What follows belongs to an exercise in optimizing a design on an open flow for small area, a short achievable clock period and few clock cycles per item; a production flow would make more cautious choices. No run shown here included a check of the RTL's function; only the layout flow was run. Power figures rest on the tool's default switching activity, not on a simulated workload.

## flow/design.v (module list and top-level ports; edited modules follow where they fit)
// module prefix_gcell: 12 lines
// module prefix_pcell: 11 lines
// module prefix_invcell: 6 lines
// module prefix_xcell: 7 lines
// module prefix_pgcell: 10 lines
// module prefix_pg0cell: 11 lines
// module prefix_sumcell: 9 lines
// module prefix_slice_adder: 3002 lines
// module prefix_add_unit: 59 lines
module prefix_add_unit (
  input  logic         clk_i,
  input  logic         rst_i,
  input  logic         flush_i,
  input  logic         req_valid_i,
  output logic         req_ready_o,
  input  logic [255:0] req_a_i,
  input  logic [255:0] req_b_i,
  input  logic         req_sub_i,
  input  logic         req_cin_i,
  output logic         resp_valid_o,
  input  logic         resp_ready_i,
  output logic [255:0] resp_sum_o,
  output logic         resp_cout_o,
  output logic         resp_ovf_o,
  output logic         busy_o
);
  // ...
==> flow/flow/run.sh <==
#!/bin/bash
# Standard ORFS layout, except that the port buffers are the smallest
# buffer cell (buf_1) instead of the cell buffer_ports picks by default.
set -e
echo 'export BUFFER_PORTS_ARGS = -buffer_cell sky130_fd_sc_hd__buf_1' >> "$FLOW_CONFIG"
bash standard.sh > standard.log 2>&1
==> flow/standard.sh <==
#!/bin/bash
# synth_recipe.tcl (not shown) runs the flow's synth.tcl, then flattens the netlist and writes it again
# the make line also repeats each setting of config.mk as NAME=value (left out here)
make -C /OpenROAD-flow-scripts/flow DESIGN_CONFIG=/design/flow/config.mk WORK_HOME=/design/flow/orfs CLKGATE_MAP_FILE= SYNTH_SCRIPT=/design/flow/synth_recipe.tcl "${@:-finish}"
==> flow/config.mk <==
export PLATFORM = sky130hd
export DESIGN_NAME = prefix_add_unit
export DESIGN_NICKNAME = prefix_add_unit
export VERILOG_FILES = /design/flow/design.v
export SDC_FILE = /design/flow/constraint.sdc
export NUM_CORES = 4
export LEC_CHECK = 0
export CAP_MARGIN = 20
export CORE_ASPECT_RATIO = 0.33
export CORE_MARGIN = 2
export CORE_UTILIZATION = 45
export SETUP_SLACK_MARGIN = 1.6
export SLEW_MARGIN = 20
export SYNTH_HIERARCHICAL = 1
export SYNTH_MINIMUM_KEEP_SIZE = 0
export BUFFER_PORTS_ARGS = -buffer_cell sky130_fd_sc_hd__buf_1
==> flow/constraint.sdc <==
create_clock -name core_clock -period 5.5 [get_ports {clk_i}]
set_input_delay 1.1000 -clock core_clock [delete_from_list [all_inputs] [get_ports {clk_i}]]
set_output_delay 1.1000 -clock core_clock [all_outputs]
set_load 0.01 [all_outputs]
==> impl_results.md, run 1 <==
- Outcome: finished clean
- Critical path's top delay family: compound AO/OA/AOI/OAI gates
- FF/Latch Area: 7770 sq um
- Post-Place Setup Slack: 481 ps
- Largest net degree at the start of global routing: 98
- Final GP Congestion: 0.912
- Final Hold Fails: 0
- Clock-cell share: 0.0278
- Peak supply drop: 0.182 mV
- Seq/total area: 0.265
- Total Power: 8.50 mW
- Synth Area in Compound Gates: 0.224
- Crit path depth: 15
- P_comb: 3.96 mW
- Largest Register: sum_q
- Routed Wire Length: 76.4 mm
- FP Rows: 47
- Fraction of power consumed by sequential logic: 0.316
- Largest register FFs: 256
- Initial antenna violation count: 12
- Post-CTS setup buffers: 8
- Detailed Place HPWL: 62.0 mm
- Clock power share: 0.218
- Tot GR Track Use: 0.271
- R2R Path Start: valid_q
- GR peak layer: met2
- Unrepaired setup endpoints after global routing: true
- Least-Margin Pin Slew: 688 ps
- Crit-path slowest cell: a21boi_2
- Crit share post-route: 0.707
- Antenna cells: 10
- Hold path depth: 2
- Metal-1 WL: 34.0 mm
- Placed insts: 4164
- Clk sinks: 259
- Die Footprint: 53800 sq um
- Worst Hold Slack: 677 ps
- Crit path kind: primary input to register
- Final Util: 0.581
- CP startpoint kind: primary input
- Cell internal pwr: 5.18 mW
- Vias: 21500
- P_clk: 1.86 mW
==> inputs of run 2 (changes only) <==
--- a/flow/config.mk
+++ b/flow/config.mk
@@ -9,7 +9,7 @@
 export CORE_ASPECT_RATIO = 0.33
 export CORE_MARGIN = 2
 export CORE_UTILIZATION = 45
-export SETUP_SLACK_MARGIN = 1.6
+export SETUP_SLACK_MARGIN = 2.0
 export SLEW_MARGIN = 20
 export SYNTH_HIERARCHICAL = 1
 export SYNTH_MINIMUM_KEEP_SIZE = 0
==> run 2 against run 1 <==
Against the previous run: combinational power grew 17%; clock power grew 8%; highest routed layer unchanged; still clean; die area is the same; via count grew 2.7%; synthesized cell count is the same; sequential power is essentially flat; worst hold slack gained 11 ps; largest power group unchanged; non-clock buffer count grew 40; global-route usage grew 1.1 points; critical endpoint is now sum_q[247]; critical path depth grew 2; routed wire length grew 5.6%.
==> impl_results.md, run 2 <==
- NetSw: 3.67 mW
- Final non-filler cell total: 4280
- Buf/Inv on CP: 5
- Predominant post-synthesis flop cell: edfxtp_1
- Initial antenna violation count: 5 (-7)
- Tot GR Track Use: 0.282 (+0.0108)
- Sw frac: 0.393
- Cell Pwr Density: 284 nW/um^2
- Syn_area_per_cell: 8.76 sq um
- Crit-path slowest cell: a21boi_4
- Unrepaired setup endpoints after global routing: true
- Commonest non-fill, non-tap cell in the layout: buf_1
- Routed vias/inst: 5.16
- Slew HR: 0.445
- Cell Area, Placed: 27800 sq um
- Grt total ovfl: 0
- Logic gate share of total power: 0.497
- Leakage: 11.8 nW
- FF/Latch Area: 7770 sq um (unchanged)
- Cell breakdown of the critical path: clkbuf_16, buf_16, buf_16, buf_16, xnor2_4, nand2_1, o21ai_2, a21oi_2, o21ai_4, a21oi_2, o21ai_2, a21oi_2, a21boi_4, o21bai_4, buf_12, a21boi_2, xor2_1
- Final Hold Fails: 0 (unchanged)
- Largest Register: sum_q
- Post-synth EDFFs: 258
- Leading area contributor after synthesis: edfxtp_1
- Clock power share: 0.215 (-0.003)
- Fill cells: 4300
- Fraction of power consumed by sequential logic: 0.288 (-0.028)
- CP startpoint kind: primary input
- Vias: 22100 (+2.7%)
- Most common cell in the synthesized netlist: nand2_1
- Seq/Total Area, Yosys: 0.334
- Synth top area cells: edfxtp_1 (33%), xor2_1 (15%), xnor2_1 (14%)
- Critical path arrival: 3860 ps
- H-tree levels: 1
- Peak supply drop: 0.212 mV (+16%)
- Worst Skew: 16.3 ps
- # nets final: 4084
- Clk sinks: 259 (unchanged)
- Hold path depth: 2 (unchanged)
- Critical path required time: 5790 ps
- Minimum clock period: 3560 ps
- Placed insts: 4149 (-0.36%)
- Synth cell types: 18
- Setup ws final: 1940 ps
- Ratio of cells with drive above 1 in the final layout: 0.250
- Worst Hold Slack: 687 ps (+10.6 ps)
- Slew Viols, Final: 0
- Largest net degree at the start of global routing: 95 (-3.1%)
- Core Region: 50500 sq um
- Hold buffers post-CTS: 0
- DR WL/cell: 18.8 um
- Crit path depth: 17 (+2)
- Root Buffer: clkbuf_16
- Routed Wire Length: 80.6 mm (+5.6%)
- # DRC: 0
- Post-synthesis register bit count: 259
- Synth warn: 7
- Num CTS Buffers: 26
- CTS tree: yes
- FP Rows: 47 (unchanged)
- Hold/Removal Path Class: register to register
- Async S/R FF share, synth: 0
- Largest register FFs: 256 (unchanged)
- Cell internal pwr: 5.68 mW (+9.8%)
- R2R depth: 4
- Setup_tns: 0 ps
- Port Buffers: 779
- Least-Margin Pin Slew: 832 ps (+144 ps)
- Chip height: 135 um
- Syn_nets: 3173
- CP max stage delay: 280 ps
- Total I/O pin count: 780
- 1st-pass router iterations: 5
- Critical path's top delay family: compound AO/OA/AOI/OAI gates
- Die Footprint: 53800 sq um (unchanged)
- Routed Antenna Nets: 0
- Area Growth Syn to Fin: 41.7%
- Commonest non-fill, non-tap cells in the layout: buf_1 (777), nand2_1 (400), xor2_1 (385)
- 1st-iter DRT viols: 1376
- Initial Utilization: 0.460
- Post-Place Setup Slack: 344 ps (-137 ps)
- Synth cell count leaders: nand2_1 (434), xor2_1 (388), xnor2_1 (380), o21ai_1 (301), nor2_1 (266)
- Crit-path max FO: 8
- Detailed Place HPWL: 61.1 mm (-1.4%)
- Crit share post-route: 0.648 (-0.0596)
- Final GP Congestion: 0.924 (+1.3%)
- Synth Cell Area: 23200 sq um
- Mapped Cells: 2654
- Outcome: finished clean
- CP Capture Type: register
- Skew-Pair Late Insertion Delay: 580 ps
- Cell area after layout: 32900 sq um
- First-pass GRT wire length: 117 mm
- Crit path kind: primary input to register
- Max Cap Viol: 0
- Vias in the first global route: 21100
- Multi-input combinational cell area: 18200 sq um
- Clock buffer depth: 3
- Die W: 400 um
- Area fraction of the dominant cell type after synthesis: 0.333
- Fmax achieved: 281 MHz
- CTS clk-pin slew, worst paths: 70 ps
- # setup viols final: 0
==> run 2: cell counts after synthesis <==
Identical to the previous run, type by type.
==> run 2: cells by family (layout without fill, tap and decap cells) <==
kind of cell / Yosys count / count (layout) / share of synthesized area
compound gates: 699 / 699 / 0.224
buf+inv: 223 / 1154 / 0.0362
xor+xnor: 769 / 769 / 0.290
flops: 259 / 259 / 0.334
mux: 1 / 1 / 0.000431
other cells: 0 / 9 / 0
simple gates: 703 / 703 / 0.114
==> run 2: path summary, 6_finish.rpt <==
check | slack (ps) | end | start
worst max-delay path | 1940 | sum_q[247] | req_sub_i
worst min-delay path | 690 | valid_q | valid_q
worst max register to register | 3360 | sum_q[247] | valid_q
worst min register to register | 690 | valid_q | valid_q
==> run 2: metrics by stage <==
| step | power, mW | util |
|---|---|---|
| global route | 9.85 | 0.652 |
| detailed placement | 6.50 | 0.550 |
| finish | 9.35 | 0.652 |
| global placement | 6.44 | 0.550 |
| CTS | 9.01 | 0.617 |
| floorplan | 5.45 | - |
==> run 2: worst min-delay path, delay by kind of cell, from the launching register on <==
kind / cells / cell delay (ps)
and+or+nand+nor: 1 / 140
AOI/OAI and AO/OA: 1 / 170
DFF: 1 / 330
==> run 2: metal layers <==
metal | share of wire | vias to the layer above | track usage
li1 | - | 10700 | -
met1 | 0.43 | 10600 | 0.376
met2 | 0.48 | 640 | 0.463
met3 | 0.064 | 124 | 0.0553
met4 | 0.030 | 2 | 0.0900
met5 | 0.00016 | - | 0
==> run 2: layout make-up <==
cell class / count / share of cell area
antenna: 9 / 0.000684
clock buffer: 29 / 0.0207
clock inverter: 19 / 0.00665
inverter: 222 / 0.0253
multi-input combinational: 2172 / 0.552
sequential: 259 / 0.236
tap: 686 / 0.0261
timing repair buffer: 884 / 0.133
==> run 2: what timing repair did <==
action / 4_1_cts / 5_1_grt
gates resized for setup: 302 / 273
setup buffers: 44 / 22
pin swaps: 45 / 54
setup endpoints to repair: 239 / 187
cloned: 8 / 0
==> run 2: Yosys stat by module (local to each module, per instance), a selection <==
module	times used	flip-flops and latches	cells
prefix_pgcell	255	0	2
prefix_add_unit	1	259	267
prefix_invcell	220	0	1
prefix_xcell	256	0	1
prefix_pg0cell	1	0	2
==> run 2: power groups by stage <==
stage / Sequential (mW) / Combinational, mW / Clock (mW)
2_1_floorplan: 2.87 / 2.59 / 0
6_report: 2.69 / 4.65 / 2.01
3_5_place_dp: 2.74 / 3.76 / 0
4_1_cts: 2.70 / 4.26 / 2.05
3_3_place_gp: 2.74 / 3.70 / 0
5_1_grt: 2.71 / 5.02 / 2.12

[what the ideal ports hide]
In the flow no input, the clock included, has a driving cell. The finished layouts below were timed again as built, in two steps. Step 1 (the two cells are an assumption about what drives the block):
set clk [get_ports {clk_i}]
set_driving_cell -lib_cell sky130_fd_sc_hd__clkbuf_16 $clk
set_driving_cell -lib_cell sky130_fd_sc_hd__buf_2 [delete_from_list [all_inputs] $clk]
Step 2, shift: input delay + t, output delay - t, t = (earliest + latest rising clock arrival at the registers) / 2. This alone moves slack from input paths to output paths. a / b / c = ideal / step 1 / step 2; a / b = the first two.
run	t, ns	setup slack, ns	hold WS [ns]	worst data-port slew with drivers (ns)	pins driven straight from the clock port
run 1	0.620	1.609 / 1.619 / 0.999	0.677 / 0.677 / 0.677	0.10	1
run 2	0.625	1.937 / 1.847 / 1.222	0.687 / 0.687 / 0.687	0.15	1
After both steps every run listed still meets setup and hold. The setup slack of run 2, which loses most, moves by -0.090 ns with the drivers and by -0.715 ns with both steps.
